Background: an optimization exercise with open tools, aiming at small area, a short achievable clock period and few clock cycles. Do not read the settings as production practice.
In this exercise RTL edits were held to simulation tests only and were not proved equivalent to the original.
Power and IR drop assume default switching activity.

### design/flow/config.mk
export PLATFORM = sky130hd
export DESIGN_NAME = comp_unit_top
export DESIGN_NICKNAME = comp_unit_top
export VERILOG_FILES = /design/flow/design.v
export SDC_FILE = /design/flow/constraint.sdc
export NUM_CORES = 4
export LEC_CHECK = 0
export CAP_MARGIN = 20
export CORE_MARGIN = 2
export CORE_UTILIZATION = 40
export SETUP_SLACK_MARGIN = 3.2
export SLEW_MARGIN = 20
### design/flow/constraint.sdc
create_clock -name core_clock -period 6.0 [get_ports {clk}]
set_input_delay 1.2000 -clock core_clock [delete_from_list [all_inputs] [get_ports {clk}]]
set_output_delay 1.2000 -clock core_clock [all_outputs]
set_load 0.01 [all_outputs]
### design/flow/design.v
`default_nettype none
package comp_pkg;
   typedef struct packed {
      logic [32-1:0] data;
      logic [4-1:0]  rem;
      logic                  sof_n;
      logic                  eof_n;
      logic                  sop_n;
      logic                  eop_n;
      logic                  src_rdy_n;
   } ll_tx_t;
   typedef struct packed {
      logic [32-1:0] data;
      logic [4-1:0]  rem;
      logic                  sof_n;
      logic                  eof_n;
      logic                  sop_n;
      logic                  eop_n;
      logic                  src_rdy_n;
   } ll_rx_t;
   typedef struct packed {
      logic [10-1:0] abus;
      logic [31:0]        dbus;
      logic               read;
      logic               write;
   } dcr_req_t;
   typedef struct packed {
      logic [3-1:0]    flags;
      logic [32-1:0] src_len;
      logic [10-1:0]    task_index;
   } frame_info_t;
   typedef enum logic [3:0] {
      TX_IDLE    = 4'h0,
      TX_HDR     = 4'h1,
      TX_PAYLOAD = 4'h2,
      TX_TRAILER = 4'h3,
      TX_BUSY    = 4'h4
   } tx_state_e;
   typedef enum logic [3:0] {
      RX_IDLE    = 4'h0,
      RX_PAYLOAD = 4'h1,
      RX_APP1    = 4'h2,
      RX_APP2    = 4'h3,
      RX_APP3    = 4'h4,
      RX_APP4    = 4'h5
   } rx_state_e;
   typedef struct packed {
      tx_state_e          tx_state;
      rx_state_e          rx_state;
      logic [16-1:0]  word_cnt;
      logic [16-1:0]  byte_cnt;
      logic               busy;
   } status_t;
endpackage
`default_nettype wire
`default_nettype none
module payload_fifo (
   input  wire logic                   clk,
   input  wire logic                   rst_n,
   input  wire logic                   push_i,
   input  wire logic [32-1:0]  push_data_i,
   input  wire logic                   pop_i,
   output logic [32-1:0]       pop_data_o
);
   localparam int N = 64 - 1;
   logic [32-1:0] mem [N];
   logic [6-1:0]   wr_ptr;
   logic [6-1:0]   rd_ptr;
   assign pop_data_o = mem[rd_ptr];
   always_ff @(posedge clk) begin
      if (push_i) begin
         mem[wr_ptr] <= push_data_i;
      end
   end
   always_ff @(posedge clk) begin
      if (!rst_n) begin
         wr_ptr <= '0;
         rd_ptr <= '0;
      end else begin
         if (push_i) begin
            wr_ptr <= (wr_ptr == 6'(N - 1)) ? '0 : wr_ptr + 1'b1;
         end
         if (pop_i) begin
            rd_ptr <= (rd_ptr == 6'(N - 1)) ? '0 : rd_ptr + 1'b1;
         end
      end
   end
endmodule
`default_nettype wire
`default_nettype none
module ll_crc (
   input  wire logic [31:0]            crc_i,
   input  wire logic [32-1:0]  data_i,
   output logic [31:0]                 crc_o
);
   function automatic logic [31:0] crc_step(input logic [31:0] crc,
                                            input logic [32-1:0] d);
      logic [31:0] c;
      logic        fb;
      c = crc;
      for (int i = 32 - 1; i >= 0; i--) begin
         fb = c[31] ^ d[i];
         c  = {c[30:0], 1'b0};
         if (fb) begin
            c = c ^ 32'h04C1_1DB7;
         end
      end
      crc_step = c;
   endfunction
   assign crc_o = crc_step(crc_i, data_i);
endmodule
`default_nettype wire
`default_nettype none
module dcr_regs (
   input  wire logic                   clk,
   input  wire logic                   rst_n,
   input  wire comp_pkg::dcr_req_t     dcr_i,
   input  wire logic [7:0]             status_i,
   input  wire comp_pkg::frame_info_t  info_i,
   input  wire logic [6:0]             word_cnt_i,
   input  wire logic [8:0]             byte_cnt_i,
   output logic [1-1:0]       dcr_ack_o,
   output logic [31:0]                 dcr_rdata_o,
   output logic                        rst_engine_req_o
);
   logic [31:0] rd_mux;
   always_comb begin
      rd_mux = '0;
      case (dcr_i.abus[3:0])
         4'h0: begin
            rd_mux[31:28] = status_i[7:4];
            rd_mux[27:24] = status_i[3:0];
            rd_mux[0]     = |status_i;
         end
         4'h2: begin
            rd_mux[31 -: 3]  = info_i.flags;
            rd_mux[10-1:0]    = info_i.task_index;
         end
         4'h4: rd_mux = {9'b0, word_cnt_i, 7'b0, byte_cnt_i};
         4'h5: rd_mux = info_i.src_len;
         4'he: rd_mux = 32'h0102_0000;
         4'hf: rd_mux = 32'haa55_55aa;
         default: ;
      endcase
   end
   always_ff @(posedge clk) begin
      if (!rst_n) begin
         dcr_ack_o        <= '0;
         rst_engine_req_o <= 1'b0;
      end else begin
         dcr_ack_o        <= {1{dcr_i.read || dcr_i.write}};
         rst_engine_req_o <= dcr_i.write && (dcr_i.abus == '0) && dcr_i.dbus[31];
      end
   end
   always_ff @(posedge clk) begin
      dcr_rdata_o <= rd_mux;
   end
endmodule
`default_nettype wire
`default_nettype none
module comp_unit (
   input  wire logic                clk,
   input  wire logic                rst_n,
   input  wire comp_pkg::ll_tx_t    tx_i,
   input  wire logic                rx_dst_rdy_n_i,
   input  wire comp_pkg::dcr_req_t  dcr_i,
   output logic                     tx_dst_rdy_n_o,
   output comp_pkg::ll_rx_t         rx_o,
   output logic [1-1:0]    dcr_ack_o,
   output logic [31:0]              dcr_rdata_o,
   output logic                     rst_engine_req_o
);
   localparam int HC_W  = $clog2(8);
   localparam int WC_W  = $clog2(64) + 1;
   localparam int BC_W  = WC_W + 2;
   localparam int CAP   = 64 - 1;
   localparam logic [1:0] T_HDR = 2'd0;
   localparam logic [1:0] T_PAY = 2'd1;
   localparam logic [1:0] T_TRL = 2'd2;
   localparam logic [2:0] R_PAY  = 3'd0;
   localparam logic [2:0] R_APP1 = 3'd1;
   localparam logic [2:0] R_APP2 = 3'd2;
   localparam logic [2:0] R_APP3 = 3'd3;
   localparam logic [2:0] R_APP4 = 3'd4;
   logic [1:0]             tst;
   logic [HC_W-1:0]        hcnt;
   logic                   rdy;
   logic                   beat;
   logic [1:0]             tst_n;
   logic [HC_W-1:0]        hcnt_n;
   logic [32-1:0]  d0;
   logic                   p0;
   logic                   l0;
   logic [2:0]             vb0;
   logic                   cap_flags;
   logic                   cap_len;
   logic                   cap_task;
   logic [32-1:0]  masked;
   logic [2:0]             valid_bytes;
   comp_pkg::frame_info_t  t_info;
   logic [31:0]            crc;
   logic [31:0]            crc_nxt;
   logic [WC_W-1:0]        t_wc;
   logic [BC_W-1:0]        t_bc;
   logic                   t_pend;
   comp_pkg::frame_info_t  r_info;
   logic [31:0]            r_crc;
   logic [WC_W-1:0]        r_wc;
   logic [BC_W-1:0]        r_bc;
   logic                   r_mis;
   logic                   r_full;
   logic                   r_load;
   logic [6-1:0]    cnt;
   logic                   pop;
   logic [32-1:0]  head;
   logic [2:0]             ph;
   logic [WC_W-1:0]        rc;
   logic                   ld;
   logic                   avail;
   logic                   known;
   logic [WC_W-1:0]        k_wc;
   logic [1:0]             k_bc;
   logic                   is_last;
   logic [3:0]             last_rem;
   comp_pkg::ll_rx_t       o_nxt;
   assign tx_dst_rdy_n_o = !rdy;
   assign beat           = !tx_i.src_rdy_n && rdy;
   always_comb begin
      masked      = tx_i.data;
      valid_bytes = 3'(4);
      if (!tx_i.eop_n) begin
         for (int i = 0; i < 4; i++) begin
            if (tx_i.rem[i]) begin
               masked[8*i +: 8] = 8'h00;
               valid_bytes      = valid_bytes - 1'b1;
            end
         end
      end
   end
   always_comb begin
      tst_n  = tst;
      hcnt_n = hcnt;
      case (tst)
         T_HDR: begin
            if (beat && (hcnt != '0 || !tx_i.sof_n)) begin
               hcnt_n = hcnt + 1'b1;
               if (hcnt == HC_W'(8 - 1)) tst_n = T_PAY;
            end
         end
         T_PAY: if (beat && !tx_i.eop_n) tst_n = T_TRL;
         T_TRL: if (beat && !tx_i.eof_n) tst_n = T_HDR;
         default: tst_n = T_HDR;
      endcase
   end
   logic t_pend_n;
   logic p0_n;
   assign p0_n     = beat && (tst == T_PAY);
   assign t_pend_n = (p0 && l0) || (t_pend && r_full);
   always_ff @(posedge clk) begin
      if (!rst_n) begin
         tst       <= T_HDR;
         hcnt      <= '0;
         rdy       <= 1'b0;
         p0        <= 1'b0;
         cap_flags <= 1'b0;
         cap_len   <= 1'b0;
         cap_task  <= 1'b0;
         t_pend    <= 1'b0;
      end else begin
         tst       <= tst_n;
         hcnt      <= hcnt_n;
         p0        <= p0_n;
         cap_flags <= beat && (tst == T_HDR) && (hcnt == HC_W'(4));
         cap_len   <= beat && (tst == T_HDR) && (hcnt == HC_W'(5));
         cap_task  <= beat && (tst == T_HDR) && (hcnt == HC_W'(6));
         t_pend    <= t_pend_n;
         if (tst_n == T_PAY) begin
            rdy <= (7'(cnt) + 7'(p0) + 7'(p0_n)) < 7'(CAP);
         end else if (tst_n == T_HDR && hcnt_n == HC_W'(4)) begin
            rdy <= !t_pend_n;
         end else begin
            rdy <= 1'b1;
         end
      end
   end
   always_ff @(posedge clk) begin
      d0  <= masked;
      l0  <= !tx_i.eop_n;
      vb0 <= valid_bytes;
   end
   ll_crc ll_crc_i (
      .crc_i  (crc),
      .data_i (d0),
      .crc_o  (crc_nxt)
   );
   always_ff @(posedge clk) begin
      if (cap_flags) t_info.flags      <= d0[32-1 -: 3];
      if (cap_len)   t_info.src_len    <= d0;
      if (cap_task)  t_info.task_index <= d0[10-1:0];
      if (cap_flags) begin
         crc <= 32'hFFFF_FFFF;
      end else if (p0) begin
         crc <= crc_nxt;
      end
   end
   always_ff @(posedge clk) begin
      if (!rst_n) begin
         t_wc <= '0;
         t_bc <= '0;
      end else if (cap_flags) begin
         t_wc <= '0;
         t_bc <= '0;
      end else if (p0) begin
         t_wc <= t_wc + 1'b1;
         t_bc <= t_bc + BC_W'(vb0);
      end
   end
   assign r_load = t_pend && !r_full;
   always_ff @(posedge clk) begin
      if (r_load) begin
         r_info <= t_info;
         r_crc  <= crc;
         r_wc   <= t_wc;
         r_bc   <= t_bc;
         r_mis  <= (t_info.src_len != 32'(t_bc));
      end
   end
   payload_fifo payload_fifo_i (
      .clk         (clk),
      .rst_n       (rst_n),
      .push_i      (p0),
      .push_data_i (d0),
      .pop_i       (pop),
      .pop_data_o  (head)
   );
   always_ff @(posedge clk) begin
      if (!rst_n) begin
         cnt <= '0;
      end else begin
         cnt <= cnt + 6'(p0) - 6'(pop);
      end
   end
   assign known    = r_full || t_pend;
   assign k_wc     = r_full ? r_wc : t_wc;
   assign k_bc     = r_full ? r_bc[1:0] : t_bc[1:0];
   assign is_last  = known && (rc + 1'b1 == k_wc);
   assign last_rem = ~({4{1'b1}} << 2'(-k_bc));
   assign ld    = rx_o.src_rdy_n || !rx_dst_rdy_n_i;
   assign avail = (ph == R_PAY) ? (cnt != '0) : r_full;
   assign pop   = ld && (ph == R_PAY) && (cnt != '0);
   always_comb begin
      o_nxt           = '1;
      o_nxt.src_rdy_n = 1'b0;
      o_nxt.rem       = '0;
      case (ph)
         R_APP1: o_nxt.data = {r_info.flags, r_mis,
                               {(32 - 3 - 10 - 2){1'b0}},
                               1'b1, r_crc[10-1:0]};
         R_APP2: o_nxt.data = 32'(r_bc);
         R_APP3: o_nxt.data = {r_crc[31:10], r_info.task_index};
         R_APP4: begin
            o_nxt.data  = r_info.src_len;
            o_nxt.eof_n = 1'b0;
         end
         default: begin
            o_nxt.data  = head;
            o_nxt.sof_n = (rc != '0);
            o_nxt.sop_n = (rc != '0);
            o_nxt.eop_n = !is_last;
            if (is_last) o_nxt.rem = last_rem;
         end
      endcase
   end
   always_ff @(posedge clk) begin
      if (!rst_n) begin
         rx_o.src_rdy_n <= 1'b1;
         ph             <= R_PAY;
         rc             <= '0;
         r_full         <= 1'b0;
      end else begin
         if (ld) begin
            rx_o.src_rdy_n <= !avail;
         end
         if (ld && avail) begin
            case (ph)
               R_PAY: begin
                  rc <= rc + 1'b1;
                  if (is_last) ph <= R_APP1;
               end
               R_APP1: ph <= R_APP2;
               R_APP2: ph <= R_APP3;
               R_APP3: ph <= R_APP4;
               default: begin
                  ph <= R_PAY;
                  rc <= '0;
               end
            endcase
         end
         if (r_load) begin
            r_full <= 1'b1;
         end else if (ld && avail && ph == R_APP4) begin
            r_full <= 1'b0;
         end
      end
   end
   always_ff @(posedge clk) begin
      if (ld && avail) begin
         rx_o.data  <= o_nxt.data;
         rx_o.rem   <= o_nxt.rem;
         rx_o.sof_n <= o_nxt.sof_n;
         rx_o.eof_n <= o_nxt.eof_n;
         rx_o.sop_n <= o_nxt.sop_n;
         rx_o.eop_n <= o_nxt.eop_n;
      end
   end
   logic [7:0] status;
   logic       tx_busy;
   assign tx_busy = (tst != T_HDR) || (hcnt != '0) || p0 || t_pend;
   assign status  = {1'b0, tx_busy, tst, !rx_o.src_rdy_n, ph};
   dcr_regs dcr_regs_i (
      .clk              (clk),
      .rst_n            (rst_n),
      .dcr_i            (dcr_i),
      .status_i         (status | {7'b0, r_full || (cnt != '0)}),
      .info_i           (t_info),
      .word_cnt_i       (t_wc),
      .byte_cnt_i       (t_bc),
      .dcr_ack_o        (dcr_ack_o),
      .dcr_rdata_o      (dcr_rdata_o),
      .rst_engine_req_o (rst_engine_req_o)
   );
endmodule
`default_nettype wire
`default_nettype none
module comp_unit_top (
   input  wire logic                    clk,
   input  wire logic                    rst_n,
   input  wire logic [32-1:0]   tx_data_i,
   input  wire logic [4-1:0]    tx_rem_i,
   input  wire logic                    tx_sof_n_i,
   input  wire logic                    tx_eof_n_i,
   input  wire logic                    tx_sop_n_i,
   input  wire logic                    tx_eop_n_i,
   input  wire logic                    tx_src_rdy_n_i,
   output logic                         tx_dst_rdy_n_o,
   output logic [32-1:0]        rx_data_o,
   output logic [4-1:0]         rx_rem_o,
   output logic                         rx_sof_n_o,
   output logic                         rx_eof_n_o,
   output logic                         rx_sop_n_o,
   output logic                         rx_eop_n_o,
   output logic                         rx_src_rdy_n_o,
   input  wire logic                    rx_dst_rdy_n_i,
   input  wire logic [10-1:0]      dcr_abus_i,
   input  wire logic [31:0]             dcr_dbus_i,
   input  wire logic                    dcr_read_i,
   input  wire logic                    dcr_write_i,
   output logic [1-1:0]        dcr_ack_o,
   output logic [31:0]                  dcr_rdata_o,
   output logic                         rst_engine_req_o
);
   comp_pkg::ll_tx_t   tx;
   comp_pkg::ll_rx_t   rx;
   comp_pkg::dcr_req_t dcr;
   assign tx.data      = tx_data_i;
   assign tx.rem       = tx_rem_i;
   assign tx.sof_n     = tx_sof_n_i;
   assign tx.eof_n     = tx_eof_n_i;
   assign tx.sop_n     = tx_sop_n_i;
   assign tx.eop_n     = tx_eop_n_i;
   assign tx.src_rdy_n = tx_src_rdy_n_i;
   assign dcr.abus  = dcr_abus_i;
   assign dcr.dbus  = dcr_dbus_i;
   assign dcr.read  = dcr_read_i;
   assign dcr.write = dcr_write_i;
   assign rx_data_o      = rx.data;
   assign rx_rem_o       = rx.rem;
   assign rx_sof_n_o     = rx.sof_n;
   assign rx_eof_n_o     = rx.eof_n;
   assign rx_sop_n_o     = rx.sop_n;
   assign rx_eop_n_o     = rx.eop_n;
   assign rx_src_rdy_n_o = rx.src_rdy_n;
   comp_unit comp_unit_i (
      .clk              (clk),
      .rst_n            (rst_n),
      .tx_i             (tx),
      .rx_dst_rdy_n_i   (rx_dst_rdy_n_i),
      .dcr_i            (dcr),
      .tx_dst_rdy_n_o   (tx_dst_rdy_n_o),
      .rx_o             (rx),
      .dcr_ack_o        (dcr_ack_o),
      .dcr_rdata_o      (dcr_rdata_o),
      .rst_engine_req_o (rst_engine_req_o)
   );
endmodule
`default_nettype wire
### design/flow/run.sh
#!/bin/bash
# synth_recipe.tcl (not shown) runs the flow's synth.tcl, then flattens the netlist and writes it again
# the make line also repeats each setting of config.mk as NAME=value (left out here)
make -C /OpenROAD-flow-scripts/flow DESIGN_CONFIG=/design/flow/config.mk WORK_HOME=/design/flow/orfs CLKGATE_MAP_FILE= SYNTH_SCRIPT=/design/flow/synth_recipe.tcl finish
==> results of run 1 <==
[stage by stage]
stage / std cells / setup WS, ps / instance area (µm²)
after floorplan: 4488 / 2297 / 94400
after global placement: 7604 / 1585 / 100300
after detailed placement: 7607 / 1616 / 100300
after CTS: 8364 / 2320 / 113300
after global routing: 8438 / 2317 / 114800
final: 8438 / 2422 / 114800
[how the worst min path moves through the flow]
stage / start / depth (start not counted) / to
2_1_floorplan: comp_unit_i.t_bc[4] / 0 / comp_unit_i.r_bc[4]
3_3_place_gp: comp_unit_i.t_info[1] / 0 / comp_unit_i.r_info[1]
3_5_place_dp: comp_unit_i.t_info[3] / 0 / comp_unit_i.r_info[3]
4_1_cts: comp_unit_i.t_info[3] / 0 / comp_unit_i.r_info[3]
5_1_grt: comp_unit_i.t_info[3] / 0 / comp_unit_i.r_info[3]
6_report: comp_unit_i.t_info[3] / 0 / comp_unit_i.r_info[3]
[cells in the final DEF (no fill, tap or decap), types with 28 or more instances in the layout]
master           count
edfxtp_1          2193
mux4_2             590
buf_4              368
clkbuf_16          233
dfxtp_1            107
xnor2_1            100
nor2_1              95
buf_12              94
nand2_1             91
a21oi_1             77
nor2_4              69
buf_6               67
dlygate4sd2_1       61
o21ai_0             56
and2_1              56
clkbuf_1            55
clkdlybuf4s50_1     55
mux2i_1             50
clkinv_1            46
xnor2_4             41
xor2_1              39
clkinv_2            39
xnor2_2             37
a21oi_2             33
buf_16              33
a22oi_1             31
dfxtp_2             30
ha_1                29
inv_1               28
nor2b_1             28
dfxtp_4             28
[registers in the layout, summed over array words and instances, names as in the netlist, 6 cells and up, named ones only]
name / flops
comp_unit_i.payload_fifo_i.wr_ptr: 6
comp_unit_i.r_bc: 9
comp_unit_i.cnt: 6
comp_unit_i.t_wc: 7
comp_unit_i.r_wc: 7
comp_unit_i.payload_fifo_i.rd_ptr: 6
comp_unit_i.r_info: 45
comp_unit_i.r_crc: 32
comp_unit_i.rc: 7
comp_unit_i.t_info: 45
comp_unit_i.d0: 32
comp_unit_i.dcr_regs_i.dcr_rdata_o: 32
comp_unit_i.crc: 32
comp_unit_i.t_bc: 9
comp_unit_i.payload_fifo_i.mem: 2016
comp_unit_i.rx_o: 39
[layout make-up]
class                   instances  area (µm²)
clock buffers                 292        6023
clock inverters               114       992.2
fillers                     18496      117600
inverters                      33       153.9
multi-input cells            1867       26240
flip-flops and latches       2358       69300
well taps                    3043        3807
repair buffers                729        8215
repair inverters                2       17.52
[worst reg2reg max path, delay by kind of cell (launching register included)]
family	cells	cell delay (ps)
simple gates	1	60
flops	1	380
buf+inv	1	160
compound gates	1	230
xor+xnor	7	2640
[routing by layer]
layer	GRT usage (%)	vias to the layer above	routed length, µm
li1	-	19887	-
met1	33.55	26760	112400
met2	34.83	2618	125200
met3	4.105	376	26960
met4	5.036	6	6362
met5	0	-	37
[power by group]
group	internal (W)	switching, W	leakage (nW)
Sequential	0.0183	0.000185	20.0
Combinational	0.0116	0.00987	12.8
Clock	0.00761	0.00607	3.43
[cell families (layout without fill, tap and decap cells)]
| family | count (synthesis) | count (layout) | synth area share [%] |
|---|---|---|---|
| xor+xnor | 306 | 306 | 4.065 |
| fa+ha+maj | 37 | 37 | 0.5285 |
| other cells | 1 | 1 | 0.004020 |
| compound gates | 377 | 377 | 2.704 |
| flops | 2358 | 2358 | 74.13 |
| buf+inv | 268 | 1170 | 1.093 |
| simple gates | 485 | 490 | 2.499 |
| mux | 656 | 656 | 14.97 |
[timing repair]
item | 4_1_cts | 5_1_grt
hold buffers | 0 | 0
endpoints found under the setup margin | 1735 | 434
pin swaps | 178 | 110
gates resized for setup | 484 | 171
gates cloned | 26 | 5
setup buffers | 325 | 69
endpoints found under the hold margin | 0 | 0
==> results.sh, run 1 <==
export IMPL_status="no timing/DRC/antenna violations"
export IMPL_num_rows=177
export IMPL_setup_viol=0
export IMPL_drt_first_iter_violations=6639
export IMPL_yosysWarnings=4
export IMPL_synth_cell_type_count=64
export IMPL_fp_dieH_um=486.9
export IMPL_ir_drop_mv=0.8289
export IMPL_power_w=0.05361
export IMPL_grt_pass1_vias=48265
export IMPL_crit_path_start="comp_unit_i.d0[26]"
export IMPL_synth_net_count=4613
export IMPL_powerDensity_nw_per_um2=467.2
export IMPL_finalCriticalPeriod_ps=3578
export IMPL_wl_um=271000
export IMPL_grt_use_total_pct=22.57
export IMPL_clockRootBuffer="clkbuf_16"
export IMPL_diodes=0
export IMPL_cp_end_kind="flip-flop"
export IMPL_yosysMostFrequentCell="edfxtp_1"
export IMPL_endpoint="comp_unit_i.crc[1]"
export IMPL_grt_start_max_net_pins=69
export IMPL_ys_seq_area_share_pct=74.13
export IMPL_wl_per_cell_um=32.12
export IMPL_worst_setup_path_start_kind="flip-flop"
export IMPL_critical_path_class="flip-flop to flip-flop"
export IMPL_crit_top_cell="xnor3_2"
export IMPL_reg2reg_slack_ps=2420
export IMPL_cp_depth=10
export IMPL_path_clk_slew_ps=60
export IMPL_cts_tree="built"
export IMPL_synth_common_cells="edfxtp_1, mux4_2, nor2_1"
export IMPL_cp_top_family="XOR/XNOR gates"
export IMPL_die_w_um=486.9
export IMPL_cts_max_level=4
export IMPL_fmax_mhz=279.5
export IMPL_clkLatencyLatePin_ps=850
export IMPL_grt_pass1_wl_um=375700
export IMPL_cts_buffers=220
export IMPL_tightest_slew_ps=1184
export IMPL_fin_tns_setup_ps=0
export IMPL_syn_cell_area_um2=93290
export IMPL_ant_nets=0
export IMPL_rsz0062_at_grt="yes"
export IMPL_core_area_um2=232300
export IMPL_yosys_area_top_type="edfxtp_1"
export IMPL_synth_avg_cell_area_um2=20.79
export IMPL_area_growth_pct=23.01
export IMPL_worstPathRequired_ps=6720
export IMPL_relSlewSlack_pct=20.88
export IMPL_cp_max_fo=5
export IMPL_synthTopCellsByArea="edfxtp_1, mux4_2, dfxtp_1, xnor2_1, xnor3_1"
export IMPL_synth_flop_cell="edfxtp_1"
export IMPL_clock_sinks=2358
export IMPL_drive_gt1_share_pct=36.89
export IMPL_skew_ps=24.96
export IMPL_postSynthCellCount=4488
export IMPL_port_buffers=130
export IMPL_antenna_found_initial=18
export IMPL_holdWs_ps=450.8
export IMPL_dieArea_um2=237100
export IMPL_initial_core_util_pct=40.16
export IMPL_boundaryPins=164
export IMPL_async_flop_share_pct=0
export IMPL_finalNetCount=5336
export IMPL_drcViolationCount=0
export IMPL_dp_hpwl_um=145000
export IMPL_worstPathArrival_ps=4300
export IMPL_synth_seq_cells=2358
export IMPL_grt_overflow=0
export IMPL_place_gp_congestion=0.9056
export IMPL_clock_path_buffers=3
export IMPL_timing_critical_path_buf_inv=1
export IMPL_via_per_inst=5.884
export IMPL_fin_util_pct=49.40
export IMPL_synth_edff_count=2193
export IMPL_rr_startpoint="comp_unit_i.d0[26]"
export IMPL_p_leak_nw=36.18
export IMPL_r2r_end="comp_unit_i.crc[1]"
export IMPL_vias=49647
export IMPL_hold_violations=0
export IMPL_final_max_slew_viol_count=0
export IMPL_hp_class="flip-flop to flip-flop"
export IMPL_drt_pass1_iter_count=6
export IMPL_finalCritPeriodShare_pct=59.63
export IMPL_r2r_cells=10
export IMPL_yosysTopAreaCellShare_pct=70.59
export IMPL_cp_cell_sequence="xnor2_4 -> xnor3_2 -> xor3_2 -> xnor3_2 -> buf_4 -> xor3_2 -> xnor3_2 -> xor2_4 -> nor2_2 -> a211o_1"
export IMPL_cap_violations=0
export IMPL_critPathMaxStageDelay_ps=530
export IMPL_critPathSlowestCell="xnor3_2"
Testbench counts, summed over its fixed seeds: cycles 11,075.
==> inputs of run 2 (changes only) <==
--- a/design/flow/config.mk
+++ b/design/flow/config.mk
@@ -8,5 +8,4 @@
 export CAP_MARGIN = 20
 export CORE_MARGIN = 2
 export CORE_UTILIZATION = 40
-export SETUP_SLACK_MARGIN = 3.2
 export SLEW_MARGIN = 20
==> run 2 against run 1 <==
  * Critical path depth decreased by 1
  * Still clean on timing, DRC and antenna
  * Hold slack got worse by 15 ps
  * Routed wire length decreased by 8.1%
  * Fmax decreased by 21%
  * Sequential share of layout area increased by 4.2 points
  * Clock-buffer cell count decreased by 4
==> results.sh, run 2 <==
export IMPL_yosysWarnings=4
export IMPL_final_common_cell="edfxtp_1"
export IMPL_syn_cell_area_um2=93290
export IMPL_p_leak_nw=32.65
export IMPL_grt_pass1_vias=45576
export IMPL_core_area_um2=232300
export IMPL_finalNetCount=4925
export IMPL_antenna_found_initial=15
export IMPL_area_growth_pct=14.85
export IMPL_yosys_area_top_type="edfxtp_1"
export IMPL_hold_violations=0
export IMPL_boundaryPins=164
export IMPL_top_register="comp_unit_i.payload_fifo_i.mem"
export IMPL_status="no timing/DRC/antenna violations"
export IMPL_async_flop_share_pct=0
export IMPL_wl_um=249100
export IMPL_cts_tree="built"
export IMPL_synth_avg_cell_area_um2=20.79
export IMPL_fp_dieH_um=486.9
export IMPL_synth_cell_type_count=64
export IMPL_skew_ps=46.41
export IMPL_cap_violations=0
export IMPL_num_rows=177
export IMPL_place_gp_congestion=0.8852
export IMPL_fmax_mhz=222.0
export IMPL_postCtsSetupRepairBufs=0
export IMPL_r2r_cells=9
export IMPL_power_w=0.04727
export IMPL_holdWs_ps=435.4
export IMPL_power_switching_w=0.01382
export IMPL_setup_viol=0
export IMPL_drcViolationCount=0
export IMPL_drt_pass1_iter_count=6
export IMPL_clockRootBuffer="clkbuf_16"
export IMPL_synth_edff_count=2193
export IMPL_worst_setup_path_start_kind="flip-flop"
export IMPL_critical_path_class="flip-flop to flip-flop"
export IMPL_critPathSlowestCell="dfxtp_2"
export IMPL_synth_net_count=4613
export IMPL_pwr_share_seq_pct=39.3
export IMPL_grt_start_max_net_pins=104
export IMPL_fin_tns_setup_ps=0
export IMPL_finalCritPeriodShare_pct=75.08
export IMPL_crit_top_cell="xnor3_1"
export IMPL_drive_gt1_share_pct=25.60
export IMPL_clkLatencyLatePin_ps=870
export IMPL_ir_drop_mv=0.5226
export IMPL_p_sw_share_pct=29.24
export IMPL_cts_buffers=226
export IMPL_final_cell_area_um2=107100
export IMPL_synth_flop_cell="edfxtp_1"
export IMPL_finalCriticalPeriod_ps=4505
export IMPL_synth_seq_cells=2358
export IMPL_yosysTopAreaCellShare_pct=70.59
export IMPL_cp_cell_sequence="xor2_1 -> xnor3_1 -> xor3_1 -> xnor3_1 -> xnor3_2 -> xnor3_1 -> xor3_1 -> or4_1 -> o311a_1"
export IMPL_clock_path_buffers=3
export IMPL_rsz0062_at_grt="no"
export IMPL_ant_nets=0
export IMPL_cts_max_level=4
export IMPL_cp_max_fo=21
export IMPL_wl_per_cell_um=30.98
export IMPL_cts_hold_buf=0
export IMPL_dieArea_um2=237100
export IMPL_synthTopCellsByArea="edfxtp_1, mux4_2, dfxtp_1, xnor2_1, xnor3_1"
export IMPL_via_per_inst=5.738
export IMPL_final_cell_mix="edfxtp_1, mux4_2, clkbuf_16"
export IMPL_grt_pass1_wl_um=348100
export IMPL_worstPathRequired_ps=6750
export IMPL_cts_resized=0
export IMPL_drt_first_iter_violations=5739
export IMPL_grt_overflow=0
export IMPL_reg_largest_list="comp_unit_i.payload_fifo_i.mem x2016, comp_unit_i.r_info x45, comp_unit_i.t_info x45"
export IMPL_dp_cells=7611
export IMPL_grt_use_total_pct=20.83
export IMPL_largest_reg_flops=2016
export IMPL_yosysMostFrequentCell="edfxtp_1"
export IMPL_internal_power_w=0.03345
export IMPL_synth_common_cells="edfxtp_1, mux4_2, nor2_1"
export IMPL_p_comb_share_pct=30.5
export IMPL_holdPathStages=0
export IMPL_clock_sinks=2358
export IMPL_dp_hpwl_um=146800
export IMPL_pwr_share_clk_pct=30.2
export IMPL_initial_core_util_pct=40.16
export IMPL_postSynthCellCount=4488
export IMPL_instances_no_fill=8040
export IMPL_final_max_slew_viol_count=0
export IMPL_die_w_um=486.9
export IMPL_port_buffers=130
export IMPL_worstPathArrival_ps=5250
export IMPL_placed_cell_area_um2=99640
export IMPL_cp_end_kind="flip-flop"
export IMPL_relSlewSlack_pct=22.09
export IMPL_powerDensity_nw_per_um2=441.2
export IMPL_path_clk_slew_ps=70
export IMPL_ys_seq_area_share_pct=74.13
export IMPL_tightest_slew_ps=1166
export IMPL_hp_class="flip-flop to flip-flop"
export IMPL_vias=46136
export IMPL_critPathMaxStageDelay_ps=740
==> run 2: final timing paths <==
check,start,end,slack (ps)
max,comp_unit_i.d0[29],comp_unit_i.crc[11],1500
min reg2reg,comp_unit_i.t_info[0],comp_unit_i.r_info[0],440
min,comp_unit_i.t_info[0],comp_unit_i.r_info[0],440
max reg2reg,comp_unit_i.d0[29],comp_unit_i.crc[11],1500
==> run 2: power groups by stage <==
stage               sequential (W)  clock [W]  combinational [W]
finish                      0.0186     0.0143             0.0144
global route                0.0186     0.0151             0.0153
CTS                         0.0186     0.0145             0.0145
detailed placement          0.0190          0             0.0145
global placement            0.0190          0             0.0144
floorplan                   0.0189          0             0.0102
==> run 2: metrics by stage <==
stage                     utilization, %  setup WS [ps]
after global placement             42.87           1498
after floorplan                        -           1432
after CTS                          46.08           1441
after global routing               46.11           1302
after detailed placement           42.89           1449
final                              46.12           1495
==> run 2: critical path, delay by kind of cell, from the launching register on <==
family	cells	cell delay, ps
flip-flops	1	740
AO/OA/AOI/OAI	1	130
XOR/XNOR	7	3010
AND/OR/NAND/NOR	1	490
==> run 2: layer usage <==
| layer | global-route usage, % | up-vias | routed length (µm) |
|---|---|---|---|
| met5 | 0 | - | 27 |
| li1 | - | 19046 | - |
| met1 | 28.86 | 24766 | 101100 |
| met3 | 4.132 | 315 | 20780 |
| met4 | 4.960 | 4 | 5518 |
| met2 | 34.06 | 2005 | 121700 |
==> run 2: area by class of cell <==
class	instances	area [µm²]
fill	19182	125200
sequential	2358	69210
multi-input combinational	1862	23590
clock buffer	288	6053
tap	3043	3807
timing repair buffer	319	2993
clock inverter	132	1343
inverter	33	131.4
antenna	5	12.51
==> run 2: cell families after synthesis <==
family,count (synthesis),synth area share (%)
compound gates,377,2.704
xor+xnor,306,4.065
fa+ha+maj,37,0.5285
buf+inv,268,1.093
flops,2358,74.13
mux,656,14.97
other cells,1,0.004020
simple gates,485,2.499
==> inputs of run 3 (changes only) <==
--- a/design/flow/design.v
+++ b/design/flow/design.v
@@ -65,8 +65,13 @@
    localparam int N = 64 - 1;
    logic [32-1:0] mem [N];
    logic [6-1:0]   wr_ptr;
-   logic [6-1:0]   rd_ptr;
-   assign pop_data_o = mem[rd_ptr];
+   logic [N-1:0]          rd_sel;
+   always_comb begin
+      pop_data_o = '0;
+      for (int i = 0; i < N; i++) begin
+         pop_data_o = pop_data_o | (mem[i] & {32{rd_sel[i]}});
+      end
+   end
    always_ff @(posedge clk) begin
       if (push_i) begin
          mem[wr_ptr] <= push_data_i;
@@ -75,13 +80,13 @@
    always_ff @(posedge clk) begin
       if (!rst_n) begin
          wr_ptr <= '0;
-         rd_ptr <= '0;
+         rd_sel <= N'(1);
       end else begin
          if (push_i) begin
             wr_ptr <= (wr_ptr == 6'(N - 1)) ? '0 : wr_ptr + 1'b1;
          end
          if (pop_i) begin
-            rd_ptr <= (rd_ptr == 6'(N - 1)) ? '0 : rd_ptr + 1'b1;
+            rd_sel <= {rd_sel[N-2:0], rd_sel[N-1]};
          end
       end
    end
@@ -93,21 +98,40 @@
    input  wire logic [32-1:0]  data_i,
    output logic [31:0]                 crc_o
 );
-   function automatic logic [31:0] crc_step(input logic [31:0] crc,
-                                            input logic [32-1:0] d);
-      logic [31:0] c;
-      logic        fb;
-      c = crc;
-      for (int i = 32 - 1; i >= 0; i--) begin
-         fb = c[31] ^ d[i];
-         c  = {c[30:0], 1'b0};
-         if (fb) begin
-            c = c ^ 32'h04C1_1DB7;
-         end
-      end
-      crc_step = c;
-   endfunction
-   assign crc_o = crc_step(crc_i, data_i);
+   logic [31:0] x;
+   assign x = crc_i ^ data_i;
+   assign crc_o[0] = ^(x & 32'hf7011641);
+   assign crc_o[1] = ^(x & 32'h19033ac3);
+   assign crc_o[2] = ^(x & 32'hc50763c7);
+   assign crc_o[3] = ^(x & 32'h8a0ec78e);
+   assign crc_o[4] = ^(x & 32'he31c995d);
+   assign crc_o[5] = ^(x & 32'h313824fb);
+   assign crc_o[6] = ^(x & 32'h627049f6);
+   assign crc_o[7] = ^(x & 32'h33e185ad);
+   assign crc_o[8] = ^(x & 32'h90c21d1b);
+   assign crc_o[9] = ^(x & 32'h21843a36);
+   assign crc_o[10] = ^(x & 32'hb409622d);
+   assign crc_o[11] = ^(x & 32'h9f13d21b);
+   assign crc_o[12] = ^(x & 32'hc926b277);
+   assign crc_o[13] = ^(x & 32'h924d64ee);
+   assign crc_o[14] = ^(x & 32'h249ac9dc);
+   assign crc_o[15] = ^(x & 32'h493593b8);
+   assign crc_o[16] = ^(x & 32'h656a3131);
+   assign crc_o[17] = ^(x & 32'hcad46262);
+   assign crc_o[18] = ^(x & 32'h95a8c4c4);
+   assign crc_o[19] = ^(x & 32'h2b518988);
+   assign crc_o[20] = ^(x & 32'h56a31310);
+   assign crc_o[21] = ^(x & 32'had462620);
+   assign crc_o[22] = ^(x & 32'had8d5a01);
+   assign crc_o[23] = ^(x & 32'hac1ba243);
+   assign crc_o[24] = ^(x & 32'h58374486);
+   assign crc_o[25] = ^(x & 32'hb06e890c);
+   assign crc_o[26] = ^(x & 32'h97dc0459);
+   assign crc_o[27] = ^(x & 32'h2fb808b2);
+   assign crc_o[28] = ^(x & 32'h5f701164);
+   assign crc_o[29] = ^(x & 32'hbee022c8);
+   assign crc_o[30] = ^(x & 32'h7dc04590);
+   assign crc_o[31] = ^(x & 32'hfb808b20);
 endmodule
 `default_nettype wire
 `default_nettype none
--- a/design/flow/config.mk
+++ b/design/flow/config.mk
@@ -7,5 +7,8 @@
 export LEC_CHECK = 0
 export CAP_MARGIN = 20
 export CORE_MARGIN = 2
-export CORE_UTILIZATION = 40
+export CORE_UTILIZATION = 60
+export CTS_CLUSTER_DIAMETER = 80
+export CTS_CLUSTER_SIZE = 30
+export SETUP_SLACK_MARGIN = 3.5
 export SLEW_MARGIN = 20
==> run 3 against run 2 <==
  * Still clean
  * Flip-flop and latch count grew 51
  * Design area fell by 5.1%
  * Clock skew is 7.9 ps higher
  * Via count rose by 27%
  * Register-to-register slack improved by 1900 ps
  * Critical path type is now flip-flop to primary output
  * Largest cell class unchanged
  * Worst setup slack better by 1400 ps
  * Total power decreased by 25%
  * Final cell count fell by 6.2%
  * Critical path depth is 8 lower
  * Sequential share of layout area up 4.7 points
  * Critical endpoint is now rx_data_o[17]
  * Largest power group unchanged
  * Combinational power is 51% lower
  * Synthesized cell count rose by 16%
==> results.sh, run 3 <==
export IMPL_status="no timing/DRC/antenna violations"
export IMPL_dp_slack_ps=2167
export IMPL_yosysTopAreaCellShare_pct=73.75
export IMPL_yosys_area_top_type="edfxtp_1"
export IMPL_holdPathStages=0
export IMPL_core_area_um2=147700
export IMPL_synth_flop_cell="edfxtp_1"
export IMPL_synth_net_count=5322
export IMPL_postSynthCellCount=5199
export IMPL_cts_max_level=3
export IMPL_via_per_inst=7.749
export IMPL_worstHoldEndpoint="comp_unit_i.r_info[9]"
export IMPL_final_max_slew_viol_count=0
export IMPL_initial_core_util_pct=60.47
export IMPL_dp_hpwl_um=206500
export IMPL_timing_critical_path_buf_inv=1
export IMPL_cp_top_family="flip-flops"
export IMPL_cp_end_kind="primary output"
export IMPL_critPathMaxStageDelay_ps=840
export IMPL_vias=58424
export IMPL_drcViolationCount=0
export IMPL_reg2reg_slack_ps=3400
export IMPL_worstHoldStart="comp_unit_i.t_info[9]"
export IMPL_wl_per_cell_um=48.25
export IMPL_instances_no_fill=7540
export IMPL_yosys_area_share_simple_pct=4.596
export IMPL_largest_reg_flops=2016
export IMPL_grt_pass1_wl_um=470700
export IMPL_drt_first_iter_violations=13001
export IMPL_synthAdderAreaFrac_pct=0.5241
export IMPL_p_leak_nw=31.21
export IMPL_met3_usage_pct=16.94
export IMPL_boundaryPins=164
export IMPL_nFillCells=9818
export IMPL_r2r_end="comp_unit_i.crc[30]"
export IMPL_setup_viol=0
export IMPL_cap_violations=0
export IMPL_fp_dieH_um=389.8
export IMPL_reg_largest_list="comp_unit_i.payload_fifo_i.mem x2016, comp_unit_i.payload_fifo_i.rd_sel x63"
export IMPL_yosysWarnings=3
export IMPL_grt_most_used_layer="met2"
export IMPL_fin_tns_setup_ps=0
export IMPL_drt_pass1_iter_count=7
export IMPL_synth_avg_cell_area_um2=17.17
export IMPL_cp_max_fo=1
export IMPL_dieArea_um2=151900
export IMPL_die_w_um=389.8
export IMPL_final_common_cell="edfxtp_1"
export IMPL_finalCritPeriodShare_pct=50.92
export IMPL_ant_nets=0
export IMPL_tightest_slew_ps=984.1
export IMPL_cts_tree="built"
export IMPL_yosysMostFrequentCell="edfxtp_1"
export IMPL_grt_pass1_vias=52508
export IMPL_clock_sinks=2409
export IMPL_fmax_mhz=327.3
export IMPL_skew_ps=54.26
export IMPL_place_gp_congestion=0.9076
export IMPL_synth_cell_type_count=68
export IMPL_drive_gt1_share_pct=18.57
export IMPL_hp_class="flip-flop to flip-flop"
export IMPL_synth_top_family_by_area="compound AO/OA/AOI/OAI gates"
export IMPL_fin_ws_ps=2945
export IMPL_relSlewSlack_pct=34.39
export IMPL_grt_overflow=0
export IMPL_hold_violations=0
export IMPL_critPathSlowestCell="edfxtp_1"
export IMPL_clock_path_buffers=3
export IMPL_worst_setup_path_start_kind="flip-flop"
export IMPL_async_flop_share_pct=0
export IMPL_synthTopCellsByArea="edfxtp_1, a22oi_1, dfxtp_1, xnor2_1, a22o_1"
export IMPL_grt_start_max_net_pins=68
export IMPL_synth_xor_area_share_pct=3.460
export IMPL_port_buffers=130
export IMPL_cp_depth=1
export IMPL_finalNetCount=5634
export IMPL_wl_um=363800
export IMPL_dp_cells=7161
export IMPL_syn_cell_area_um2=89290
export IMPL_grt_use_total_pct=47.23
export IMPL_cp_cell_sequence="buf_6"
export IMPL_worstPathRequired_ps=4800
export IMPL_clkLatencyLatePin_ps=810
export IMPL_powerDensity_nw_per_um2=346.4
export IMPL_critical_path_class="flip-flop to primary output"
export IMPL_cts_buffers=105
export IMPL_r2r_cells=7
export IMPL_worstPathArrival_ps=1860
export IMPL_clockRootBuffer="clkbuf_16"
export IMPL_area_growth_pct=13.89
export IMPL_synth_edff_count=2193
export IMPL_ir_drop_mv=0.6592
export IMPL_path_clk_slew_ps=110
export IMPL_rr_startpoint="comp_unit_i.d0[29]"
export IMPL_met2_usage_pct=68.92
export IMPL_ys_seq_area_share_pct=78.60
export IMPL_synth_common_cells="edfxtp_1, a22oi_1, clkbuf_1"
export IMPL_final_cell_mix="edfxtp_1, a22oi_1, buf_4"
export IMPL_grt_use_met1_pct=61.76
export IMPL_synth_seq_cells=2409
export IMPL_synth_compound_area_share_pct=10.93
export IMPL_cts_hold_buf=0
export IMPL_synth_area_mux_share_pct=0.2957
export IMPL_num_rows=141
export IMPL_antenna_found_initial=22
export IMPL_rsz0062_at_grt="yes"
export IMPL_holdWs_ps=445.1
export IMPL_top_register="comp_unit_i.payload_fifo_i.mem"
export IMPL_finalCriticalPeriod_ps=3055
run 3: changes by cell type in the layout (fill, tap and decap cells not counted), moves of 107 or more:
cell / delta
a22oi_1: +611
nand4_1: +181
a22o_1: +130
buf_4: +107
mux4_2: -590
nand2_1: +112
a221oi_1: +120
clkbuf_16: -114
run 3: power breakdown:
part	total [W]	switching, W	internal (W)
Combinational	0.00701	0.00381	0.00320
Sequential	0.0190	0.000404	0.0186
Clock	0.00917	0.00546	0.00371
run 3: layout make-up:
type | instances | area (µm²) | area share [%]
Sequential cell | 2409 | 70460 | 69.29
Antenna cell | 16 | 40.04 | 0.03937
Timing Repair Buffer | 540 | 5413 | 5.323
Multi-Input combinational cell | 2415 | 19630 | 19.30
Clock inverter | 54 | 686.9 | 0.6755
Clock buffer | 136 | 2864 | 2.817
Timing Repair inverter | 1 | 6.256 | 0.006152
Inverter | 39 | 175.2 | 0.1723
Tap cell | 1930 | 2415 | 2.375
run 3: routing by layer:
| layer | wire [µm] | share of wire [%] |
|---|---|---|
| met3 | 63880 | 18 |
| met1 | 116200 | 32 |
| met4 | 28840 | 7.9 |
| met5 | 92 | 0.025 |
| met2 | 154800 | 43 |
run 3: repair_timing:
item,CTS,global route
setup buffers,106,56
resized for setup,685,137
gates cloned,5,6
setup endpoints to repair,1930,720
pin swaps,76,50
run 3: through the flow:
step / util (%) / cell area [µm²] / total power (W)
after floorplan: - / 89500 / 0.02339
after global placement: 63.84 / 94270 / 0.02551
after detailed placement: 63.94 / 94420 / 0.02551
after CTS: 68.02 / 100400 / 0.03468
after global routing: 68.84 / 101600 / 0.03594
final: 68.86 / 101700 / 0.03522
run 3: worst max-delay path by stage:
stage | start | end | slack, ps
3_5_place_dp | rx_dst_rdy_n_i | comp_unit_i.cnt[4] | 2170
2_1_floorplan | comp_unit_i.r_full | comp_unit_i.rx_o[1] | 2760
4_1_cts | comp_unit_i.rx_o[31] | rx_data_o[22] | 3120
3_3_place_gp | rx_dst_rdy_n_i | comp_unit_i.cnt[4] | 2150
6_report | comp_unit_i.rx_o[26] | rx_data_o[17] | 2940
5_1_grt | comp_unit_i.rx_o[26] | rx_data_o[17] | 2990
run 3: cells by family after synthesis:
kind of cell    after synthesis
compound gates             1266
xor+xnor                    287
fa+ha+maj                    35
buf+inv                     375
flops                      2409
mux                          25
other cells                   1
simple gates                801
Testbench counts of run 3, summed over its fixed seeds: cycles 11,075.
==> inputs of run 4 (changes only) <==
--- a/design/flow/config.mk
+++ b/design/flow/config.mk
@@ -7,8 +7,6 @@
 export LEC_CHECK = 0
 export CAP_MARGIN = 20
 export CORE_MARGIN = 2
-export CORE_UTILIZATION = 60
-export CTS_CLUSTER_DIAMETER = 80
-export CTS_CLUSTER_SIZE = 30
+export CORE_UTILIZATION = 40
 export SETUP_SLACK_MARGIN = 3.5
 export SLEW_MARGIN = 20
==> run 4 against run 3 <==
  * Final cell count is 16% higher
  * Still clean
  * Combinational power decreased by 0.7%
  * Clock-buffer cell count rose by 190
  * Global-route usage decreased by 15 points
  * Clock skew up 36 ps
  * Routed wire length increased by 4.3%
  * Synthesized cell count unchanged
  * Synthesized area did not move
  * Critical path depth stayed put
  * Core utilization shrank 21 points
==> results.sh, run 4 <==
export IMPL_worst_setup_path_start_kind="flip-flop"
export IMPL_powerDensity_nw_per_um2=378.5
export IMPL_clkLatencyLatePin_ps=910
export IMPL_grt_overflow=0
export IMPL_placed_cell_area_um2=95500
export IMPL_final_common_cell="edfxtp_1"
export IMPL_ir_drop_mv=0.3364
export IMPL_num_rows=173
export IMPL_die_w_um=476.5
export IMPL_clock_sinks=2409
export IMPL_top_register="comp_unit_i.payload_fifo_i.mem"
export IMPL_fmax_mhz=352.8
export IMPL_boundaryPins=164
export IMPL_synth_cell_type_count=68
export IMPL_fin_util_pct=48.09
export IMPL_hp_class="flip-flop to flip-flop"
export IMPL_finalNetCount=5720
export IMPL_grt_start_max_net_pins=81
export IMPL_path_clk_slew_ps=70
export IMPL_finalCriticalPeriod_ps=2835
export IMPL_cts_hold_buf=0
export IMPL_cap_violations=0
export IMPL_yosysWarnings=3
export IMPL_final_cell_mix="edfxtp_1, a22oi_1, clkbuf_16"
export IMPL_dp_cells=8185
export IMPL_holdPathStages=0
export IMPL_initial_core_util_pct=40.20
export IMPL_synth_net_count=5322
export IMPL_ant_nets=0
export IMPL_synth_edff_count=2193
export IMPL_wl_per_cell_um=43.21
export IMPL_drt_pass1_iter_count=10
export IMPL_clock_path_buffers=3
export IMPL_cp_max_fo=1
export IMPL_dp_hpwl_um=205000
export IMPL_final_cell_area_um2=106800
export IMPL_critical_path_class="flip-flop to primary output"
export IMPL_ys_seq_area_share_pct=78.60
export IMPL_dieArea_um2=227000
export IMPL_multi_input_area_um2=19700
export IMPL_synth_flop_cell="edfxtp_1"
export IMPL_hold_violations=0
export IMPL_relSlewSlack_pct=13.62
export IMPL_largest_reg_flops=2016
export IMPL_yosys_area_top_type="edfxtp_1"
export IMPL_rsz0062_at_grt="yes"
export IMPL_drive_gt1_share_pct=20.58
export IMPL_port_buffers=130
export IMPL_cts_tree="built"
export IMPL_setup_viol=0
export IMPL_fp_dieH_um=476.5
export IMPL_holdWs_ps=447.6
export IMPL_syn_cell_area_um2=89290
export IMPL_skew_ps=90.23
export IMPL_timing_critical_path_buf_inv=1
export IMPL_synth_avg_cell_area_um2=17.17
export IMPL_postSynthCellCount=5199
export IMPL_cp_end_kind="primary output"
export IMPL_grt_use_total_pct=32.31
export IMPL_via_per_inst=6.771
export IMPL_core_area_um2=222100
export IMPL_yosysTopAreaCellShare_pct=73.75
export IMPL_r2r_cells=7
export IMPL_fin_tns_setup_ps=0
export IMPL_reg_largest_list="comp_unit_i.payload_fifo_i.mem x2016, comp_unit_i.payload_fifo_i.rd_sel x63"
export IMPL_grt_pass1_wl_um=492900
export IMPL_cp_depth=1
export IMPL_reg2reg_slack_ps=3400
export IMPL_worstPathRequired_ps=4800
export IMPL_instances_no_fill=8779
export IMPL_wl_um=379300
export IMPL_synth_seq_cells=2409
export IMPL_antenna_found_initial=23
export IMPL_cts_buffers=223
export IMPL_finalCritPeriodShare_pct=47.24
export IMPL_cp_top_family="flip-flops"
export IMPL_area_growth_pct=19.61
export IMPL_critPathSlowestCell="edfxtp_1"
export IMPL_final_max_slew_viol_count=0
export IMPL_nFillCells=18559
export IMPL_clockRootBuffer="clkbuf_16"
export IMPL_async_flop_share_pct=0
export IMPL_vias=59446
export IMPL_yosysMostFrequentCell="edfxtp_1"
export IMPL_worstPathArrival_ps=1630
export IMPL_p_leak_nw=33.02
export IMPL_drcViolationCount=0
export IMPL_synthTopCellsByArea="edfxtp_1, a22oi_1, dfxtp_1, xnor2_1, a22o_1"
export IMPL_regArea_um2=70430
export IMPL_cp_cell_sequence="buf_6"
export IMPL_status="no timing/DRC/antenna violations"
export IMPL_drt_first_iter_violations=13258
export IMPL_critPathMaxStageDelay_ps=530
export IMPL_cts_max_level=4
export IMPL_tightest_slew_ps=1296
export IMPL_synth_common_cells="edfxtp_1, a22oi_1, clkbuf_1"
export IMPL_place_gp_congestion=0.8877
export IMPL_grt_pass1_vias=54525
[run 4: metrics by stage]
step	power, W	worst slack [ps]
6_report	0.04042	3165
5_1_grt	0.04129	3150
4_1_cts	0.03995	3174
3_5_place_dp	0.02544	2082
3_3_place_gp	0.02546	2142
2_1_floorplan	0.02339	2765
[run 4: layer usage]
layer,global-route usage (%),part of all wire (%)
met3,12.76,18
met4,18.21,7.2
met1,41.29,33
met2,46.77,42
met5,0.5672,0.085
[run 4: cell type report]
type / instances / area share, %
flip-flops and latches: 2409 / 65.95
diodes: 11 / 0.02577
repair buffers: 509 / 5.026
multi-input cells: 2415 / 18.45
well taps: 2975 / 3.485
inverters: 39 / 0.1570
clock inverters: 95 / 0.9501
clock buffers: 326 / 5.966
[run 4: worst paths after layout]
| path | start | end |
|---|---|---|
| worst max-delay path | comp_unit_i.rx_o[9] | rx_data_o[0] |
| worst min-delay path | comp_unit_i.t_info[9] | comp_unit_i.r_info[9] |
| worst max register to register | comp_unit_i.payload_fifo_i.rd_sel[33] | comp_unit_i.rx_o[34] |
| worst min register to register | comp_unit_i.t_info[9] | comp_unit_i.r_info[9] |
[run 4: power by group]
| group | switching, W | leakage, nW | internal (W) |
|---|---|---|---|
| logic | 0.00375 | 8.92 | 0.00321 |
| clock network | 0.00641 | 3.63 | 0.00806 |
| registers | 0.000332 | 20.5 | 0.0187 |
| total | 0.0105 | 33.0 | 0.0299 |
[run 4: what timing repair did]
item / CTS / global route
gates cloned: 5 / 6
pin swaps: 75 / 42
buffers inserted: 102 / 49
hold endpoints to repair: 0 / 0
gates resized for setup: 745 / 124
endpoints found under the setup margin: 2067 / 1188
[run 4: kinds of logic after synthesis]
kind of cell,Yosys count,synth area share [%]
AO/OA/AOI/OAI,1266,10.93
multiplexers,25,0.2957
other,1,0.004200
adder cells (fa/ha/maj),35,0.5241
buffers and inverters,375,1.588
flip-flops,2409,78.60
AND/OR/NAND/NOR,801,4.596
XOR/XNOR,287,3.460
==> inputs of run 5 (changes only) <==
--- a/design/flow/design.v
+++ b/design/flow/design.v
@@ -65,8 +65,14 @@
    localparam int N = 64 - 1;
    logic [32-1:0] mem [N];
    logic [6-1:0]   wr_ptr;
+   logic [6-1:0]   rd_ptr;
    logic [N-1:0]          rd_sel;
    always_comb begin
+      for (int i = 0; i < N; i++) begin
+         rd_sel[i] = (rd_ptr == 6'(i));
+      end
+   end
+   always_comb begin
       pop_data_o = '0;
       for (int i = 0; i < N; i++) begin
          pop_data_o = pop_data_o | (mem[i] & {32{rd_sel[i]}});
@@ -80,13 +86,13 @@
    always_ff @(posedge clk) begin
       if (!rst_n) begin
          wr_ptr <= '0;
-         rd_sel <= N'(1);
+         rd_ptr <= '0;
       end else begin
          if (push_i) begin
             wr_ptr <= (wr_ptr == 6'(N - 1)) ? '0 : wr_ptr + 1'b1;
          end
          if (pop_i) begin
-            rd_sel <= {rd_sel[N-2:0], rd_sel[N-1]};
+            rd_ptr <= (rd_ptr == 6'(N - 1)) ? '0 : rd_ptr + 1'b1;
          end
       end
    end
@@ -212,10 +218,7 @@
    logic                   beat;
    logic [1:0]             tst_n;
    logic [HC_W-1:0]        hcnt_n;
-   logic [32-1:0]  d0;
-   logic                   p0;
-   logic                   l0;
-   logic [2:0]             vb0;
+   logic                   push;
    logic                   cap_flags;
    logic                   cap_len;
    logic                   cap_task;
@@ -277,29 +280,23 @@
       endcase
    end
    logic t_pend_n;
-   logic p0_n;
-   assign p0_n     = beat && (tst == T_PAY);
-   assign t_pend_n = (p0 && l0) || (t_pend && r_full);
+   assign push      = beat && (tst == T_PAY);
+   assign cap_flags = beat && (tst == T_HDR) && (hcnt == HC_W'(4));
+   assign cap_len   = beat && (tst == T_HDR) && (hcnt == HC_W'(5));
+   assign cap_task  = beat && (tst == T_HDR) && (hcnt == HC_W'(6));
+   assign t_pend_n  = (push && !tx_i.eop_n) || (t_pend && r_full);
    always_ff @(posedge clk) begin
       if (!rst_n) begin
          tst       <= T_HDR;
          hcnt      <= '0;
          rdy       <= 1'b0;
-         p0        <= 1'b0;
-         cap_flags <= 1'b0;
-         cap_len   <= 1'b0;
-         cap_task  <= 1'b0;
          t_pend    <= 1'b0;
       end else begin
          tst       <= tst_n;
          hcnt      <= hcnt_n;
-         p0        <= p0_n;
-         cap_flags <= beat && (tst == T_HDR) && (hcnt == HC_W'(4));
-         cap_len   <= beat && (tst == T_HDR) && (hcnt == HC_W'(5));
-         cap_task  <= beat && (tst == T_HDR) && (hcnt == HC_W'(6));
          t_pend    <= t_pend_n;
          if (tst_n == T_PAY) begin
-            rdy <= (7'(cnt) + 7'(p0) + 7'(p0_n)) < 7'(CAP);
+            rdy <= (7'(cnt) + 7'(push)) < 7'(CAP);
          end else if (tst_n == T_HDR && hcnt_n == HC_W'(4)) begin
             rdy <= !t_pend_n;
          end else begin
@@ -307,23 +304,18 @@
          end
       end
    end
-   always_ff @(posedge clk) begin
-      d0  <= masked;
-      l0  <= !tx_i.eop_n;
-      vb0 <= valid_bytes;
-   end
    ll_crc ll_crc_i (
       .crc_i  (crc),
-      .data_i (d0),
+      .data_i (masked),
       .crc_o  (crc_nxt)
    );
    always_ff @(posedge clk) begin
-      if (cap_flags) t_info.flags      <= d0[32-1 -: 3];
-      if (cap_len)   t_info.src_len    <= d0;
-      if (cap_task)  t_info.task_index <= d0[10-1:0];
+      if (cap_flags) t_info.flags      <= tx_i.data[32-1 -: 3];
+      if (cap_len)   t_info.src_len    <= tx_i.data;
+      if (cap_task)  t_info.task_index <= tx_i.data[10-1:0];
       if (cap_flags) begin
          crc <= 32'hFFFF_FFFF;
-      end else if (p0) begin
+      end else if (push) begin
          crc <= crc_nxt;
       end
    end
@@ -334,9 +326,9 @@
       end else if (cap_flags) begin
          t_wc <= '0;
          t_bc <= '0;
-      end else if (p0) begin
+      end else if (push) begin
          t_wc <= t_wc + 1'b1;
-         t_bc <= t_bc + BC_W'(vb0);
+         t_bc <= t_bc + BC_W'(valid_bytes);
       end
    end
    assign r_load = t_pend && !r_full;
@@ -352,8 +344,8 @@
    payload_fifo payload_fifo_i (
       .clk         (clk),
       .rst_n       (rst_n),
-      .push_i      (p0),
-      .push_data_i (d0),
+      .push_i      (push),
+      .push_data_i (masked),
       .pop_i       (pop),
       .pop_data_o  (head)
    );
@@ -361,7 +353,7 @@
       if (!rst_n) begin
          cnt <= '0;
       end else begin
-         cnt <= cnt + 6'(p0) - 6'(pop);
+         cnt <= cnt + 6'(push) - 6'(pop);
       end
    end
    assign known    = r_full || t_pend;
@@ -439,7 +431,7 @@
    end
    logic [7:0] status;
    logic       tx_busy;
-   assign tx_busy = (tst != T_HDR) || (hcnt != '0) || p0 || t_pend;
+   assign tx_busy = (tst != T_HDR) || (hcnt != '0) || t_pend;
    assign status  = {1'b0, tx_busy, tst, !rx_o.src_rdy_n, ph};
    dcr_regs dcr_regs_i (
       .clk              (clk),
--- a/design/flow/config.mk
+++ b/design/flow/config.mk
@@ -7,6 +7,8 @@
 export LEC_CHECK = 0
 export CAP_MARGIN = 20
 export CORE_MARGIN = 2
-export CORE_UTILIZATION = 40
+export CORE_UTILIZATION = 45
+export CTS_CLUSTER_DIAMETER = 60
+export CTS_CLUSTER_SIZE = 20
 export SETUP_SLACK_MARGIN = 3.5
 export SLEW_MARGIN = 20
==> run 5 against run 4 <==
  * Clock-buffer cell count down 151
  * Still clean
  * Critical path depth up 11
  * Worst setup slack worse by 470 ps
  * Core utilization up 9.1 points
  * Fmax down 14%
  * Synthesized cell count up 0.37%
  * Clock power down 19%
  * Non-clock buffer count up 492
  * Via count up 7.7%
==> results.sh, run 5 <==
export IMPL_status="no timing/DRC/antenna violations"
export IMPL_critPathSlowestCell="nor2_4"
export IMPL_skew_ps=42.94
export IMPL_ant_nets=0
export IMPL_syn_cell_area_um2=88200
export IMPL_reg2reg_slack_ps=2690
export IMPL_path_clk_slew_ps=80
export IMPL_drt_first_iter_violations=13961
export IMPL_synth_seq_cells=2312
export IMPL_setup_viol=0
export IMPL_synthTopCellsByArea="edfxtp_1, a22oi_1, dfxtp_1, xnor2_1, a221oi_1"
export IMPL_synth_avg_cell_area_um2=16.90
export IMPL_synth_compound_area_share_pct=10.76
export IMPL_drive_gt1_share_pct=31.38
export IMPL_place_gp_congestion=0.9024
export IMPL_fp_dieH_um=446.7
export IMPL_timing_critical_path_buf_inv=5
export IMPL_endpoint="comp_unit_i.rx_o[36]"
export IMPL_core_area_um2=194800
export IMPL_fmax_mhz=302.2
export IMPL_cp_cell_sequence="buf_16 -> nand3b_1 -> buf_12 -> nor2_4 -> buf_4 -> buf_12 -> a21oi_1 -> o2111ai_1 -> nor4_2 -> a21oi_1 -> buf_6 -> a221o_1"
export IMPL_hp_class="flip-flop to flip-flop"
export IMPL_clock_path_buffers=3
export IMPL_grt_start_max_net_pins=76
export IMPL_power_switching_w=0.01242
export IMPL_ir_drop_mv=0.4169
export IMPL_worstHoldStart="comp_unit_i.t_info[3]"
export IMPL_cp_end_kind="flip-flop"
export IMPL_hold_violations=0
export IMPL_grt_pass1_wl_um=534900
export IMPL_yosysWarnings=3
export IMPL_cp_top_family="buffers and inverters"
export IMPL_postSynthCellCount=5218
export IMPL_synth_edff_count=2193
export IMPL_synth_net_count=5345
export IMPL_worstPathArrival_ps=4010
export IMPL_dp_hpwl_um=218900
export IMPL_boundaryPins=164
export IMPL_synth_top_family_by_area="compound AO/OA/AOI/OAI gates"
export IMPL_tightest_slew_ps=1097
export IMPL_pwr_share_clk_pct=28.6
export IMPL_initial_core_util_pct=45.28
export IMPL_cts_max_level=4
export IMPL_num_rows=162
export IMPL_clockRootBuffer="clkbuf_16"
export IMPL_synth_xor_area_share_pct=4.104
export IMPL_finalNetCount=6277
export IMPL_grt_pass1_vias=57896
export IMPL_rsz0062_at_grt="yes"
export IMPL_synth_flop_cell="edfxtp_1"
export IMPL_r2r_cells=12
export IMPL_powerDensity_nw_per_um2=369.2
export IMPL_final_max_slew_viol_count=0
export IMPL_reg_largest_list="comp_unit_i.payload_fifo_i.mem x2016, comp_unit_i.r_info x45, comp_unit_i.t_info x45"
export IMPL_synthAdderAreaFrac_pct=0.5788
export IMPL_vias=64042
export IMPL_relSlewSlack_pct=25.93
export IMPL_ys_seq_area_share_pct=77.36
export IMPL_grt_use_total_pct=40.87
export IMPL_top_register="comp_unit_i.payload_fifo_i.mem"
export IMPL_p_sw_share_pct=30.20
export IMPL_synth_common_cells="edfxtp_1, a22oi_1, xnor2_1"
export IMPL_clock_sinks=2312
export IMPL_wl_per_cell_um=46.48
export IMPL_worst_setup_path_start_kind="flip-flop"
export IMPL_nFillCells=14617
export IMPL_crit_path_start="comp_unit_i.payload_fifo_i.rd_ptr[4]"
export IMPL_fin_tns_setup_ps=0
export IMPL_drcViolationCount=0
export IMPL_cp_max_fo=16
export IMPL_instances_no_fill=8932
export IMPL_synth_cell_type_count=79
export IMPL_via_per_inst=7.170
export IMPL_p_comb_share_pct=26.5
export IMPL_yosysTopAreaCellShare_pct=74.66
export IMPL_dp_cells=7941
export IMPL_port_buffers=130
export IMPL_r2r_end="comp_unit_i.rx_o[36]"
export IMPL_cap_violations=0
export IMPL_pwr_share_seq_pct=44.9
export IMPL_final_cell_mix="edfxtp_1, a22oi_1, buf_4"
export IMPL_finalCritPeriodShare_pct=55.14
export IMPL_rr_startpoint="comp_unit_i.payload_fifo_i.rd_ptr[4]"
export IMPL_cp_depth=12
export IMPL_antenna_found_initial=40
export IMPL_final_common_cell="edfxtp_1"
export IMPL_area_growth_pct=26.31
export IMPL_critical_path_class="flip-flop to flip-flop"
export IMPL_drt_pass1_iter_count=10
export IMPL_yosysMostFrequentCell="edfxtp_1"
export IMPL_internal_power_w=0.02871
export IMPL_dieArea_um2=199600
export IMPL_grt_overflow=0
export IMPL_clkLatencyLatePin_ps=870
export IMPL_p_leak_nw=35.52
export IMPL_wl_um=415100
export IMPL_synth_area_mux_share_pct=0.6923
export IMPL_yosys_area_top_type="edfxtp_1"
export IMPL_cts_buffers=160
export IMPL_yosys_area_share_simple_pct=4.948
export IMPL_die_w_um=446.7
export IMPL_largest_reg_flops=2016
export IMPL_async_flop_share_pct=0
export IMPL_finalCriticalPeriod_ps=3309
export IMPL_worstPathRequired_ps=6700
export IMPL_cts_tree="built"
export IMPL_critPathMaxStageDelay_ps=530
[run 5: changes by cell type in the layout (fill, tap and decap cells not counted), sizes merged, moves of 35 or more]
cell	before	now
nand4	195	118
clkdlybuf4s50	52	17
nor2	104	213
a21boi	66	2
xnor2	212	268
xor2	48	90
diode	11	47
dfxtp	216	119
mux2i	14	52
buf	442	950
nand2	213	155
nand3	59	139
clkbuf	335	193
and2	50	101
[run 5: area by class of cell]
cell class | instances | area, µm² | area share, %
flip-flops and latches | 2312 | 68320 | 61.32
multi-input cells | 2633 | 23450 | 21.04
repair buffers | 1001 | 10700 | 9.600
clock buffers | 175 | 4134 | 3.711
well taps | 2624 | 3283 | 2.947
clock inverters | 98 | 1207 | 1.084
inverters | 41 | 197.7 | 0.1774
diodes | 47 | 117.6 | 0.1056
repair inverters | 1 | 7.507 | 0.006739
[run 5: worst min path at each step]
stage / end / slack (ps) / cells after the start
floorplan: comp_unit_i.r_crc[1] / 400 / 0
global placement: comp_unit_i.r_info[3] / 440 / 0
detailed placement: comp_unit_i.r_info[9] / 440 / 0
CTS: comp_unit_i.r_info[3] / 460 / 0
global route: comp_unit_i.r_info[9] / 470 / 0
finish: comp_unit_i.r_info[3] / 460 / 0
[run 5: cell families (layout without fill, tap and decap cells)]
| kind of cell | after synthesis | count (layout) |
|---|---|---|
| AOI/OAI and AO/OA | 1246 | 1246 |
| xor gates and xnor gates | 366 | 366 |
| adders and majority gates | 39 | 39 |
| buffers and inverters | 327 | 1316 |
| DFF | 2312 | 2312 |
| muxes | 60 | 60 |
| other | 1 | 48 |
| and+or+nand+nor | 867 | 921 |
[run 5: repair_timing]
item,4_1_cts,5_1_grt
setup endpoints to repair,2723,274
setup buffers,511,94
pin swaps,316,168
hold endpoints to repair,0,0
hold buffers,0,0
cloned,63,3
gates resized for setup,1082,274
[run 5: power by group through the flow]
stage               Combinational (W)  Sequential [W]  Clock (W)
finish                         0.0109          0.0185     0.0118
global route                   0.0112          0.0185     0.0122
CTS                           0.00990          0.0184     0.0117
detailed placement            0.00825          0.0188          0
global placement              0.00824          0.0188          0
floorplan                     0.00537          0.0187          0
[run 5: routing by layer]
layer | GRT usage (%) | share of wire, %
met5 | 0.2686 | 0.091
met4 | 29.95 | 9.8
met3 | 18.50 | 18
met2 | 57.74 | 41
met1 | 49.20 | 31
[run 5: per-stage QoR]
stage                     power (W)  setup slack [ps]  cell area (µm²)  hold WS (ps)  utilization (%)
after floorplan             0.02403              2490            89530         402.9                -
after global placement      0.02706              1487            95450         441.6            49.00
after detailed placement    0.02706              1425            95550         444.2            49.05
after CTS                   0.04002              2931           109200         463.6            56.05
after global routing        0.04185              2777           111300         469.7            57.14
final                       0.04113              2691           111400         461.1            57.19
Testbench counts of run 5, summed over its fixed seeds: cycles 11,063.

-- re-timing with driven ports --
No port has a modelled driver above. Below, the same layouts with a new extraction and two added sets of constraints.
Step 1: set_driving_cell puts a clkbuf_16 on clk and a buf_2 on each other input, an assumption about the parent block.
Step 2 adds t to the input delays and takes it off the output delays; t is the mean of the earliest and latest rising clock arrival at the registers after step 1. Input paths then give back, and output paths get back, about the clock's delay inside the block.
Three values: ideal ports, drivers, drivers and shift; two values: the first two.
| run | shift t [ns] | setup slack, ns | worst setup path at the end | slew at the worst register clock pin (ns) | worst data-port slew with drivers (ns) |
|---|---|---|---|---|---|
| run 1 | 0.918 | 2.422 / 2.422 / 2.407 | input to register | 0.07 / 0.07 | 0.07 |
| run 2 | 0.926 | 1.495 / 1.495 / 1.495 | register to register | 0.07 / 0.07 | 0.07 |
| run 3 | 0.863 | 2.945 / 2.861 / 2.736 | input to register | 0.12 / 0.12 | 0.05 |
| run 4 | 0.950 | 3.165 / 3.080 / 2.618 | input to register | 0.07 / 0.07 | 0.04 |
| run 5 | 0.940 | 2.691 / 2.691 / 2.316 | input to register | 0.10 / 0.10 | 0.18 |
After both steps setup and hold are still met in every run listed. For run 4, which loses most, drivers alone change the setup slack by -0.085 ns; drivers and shift together by -0.547 ns.
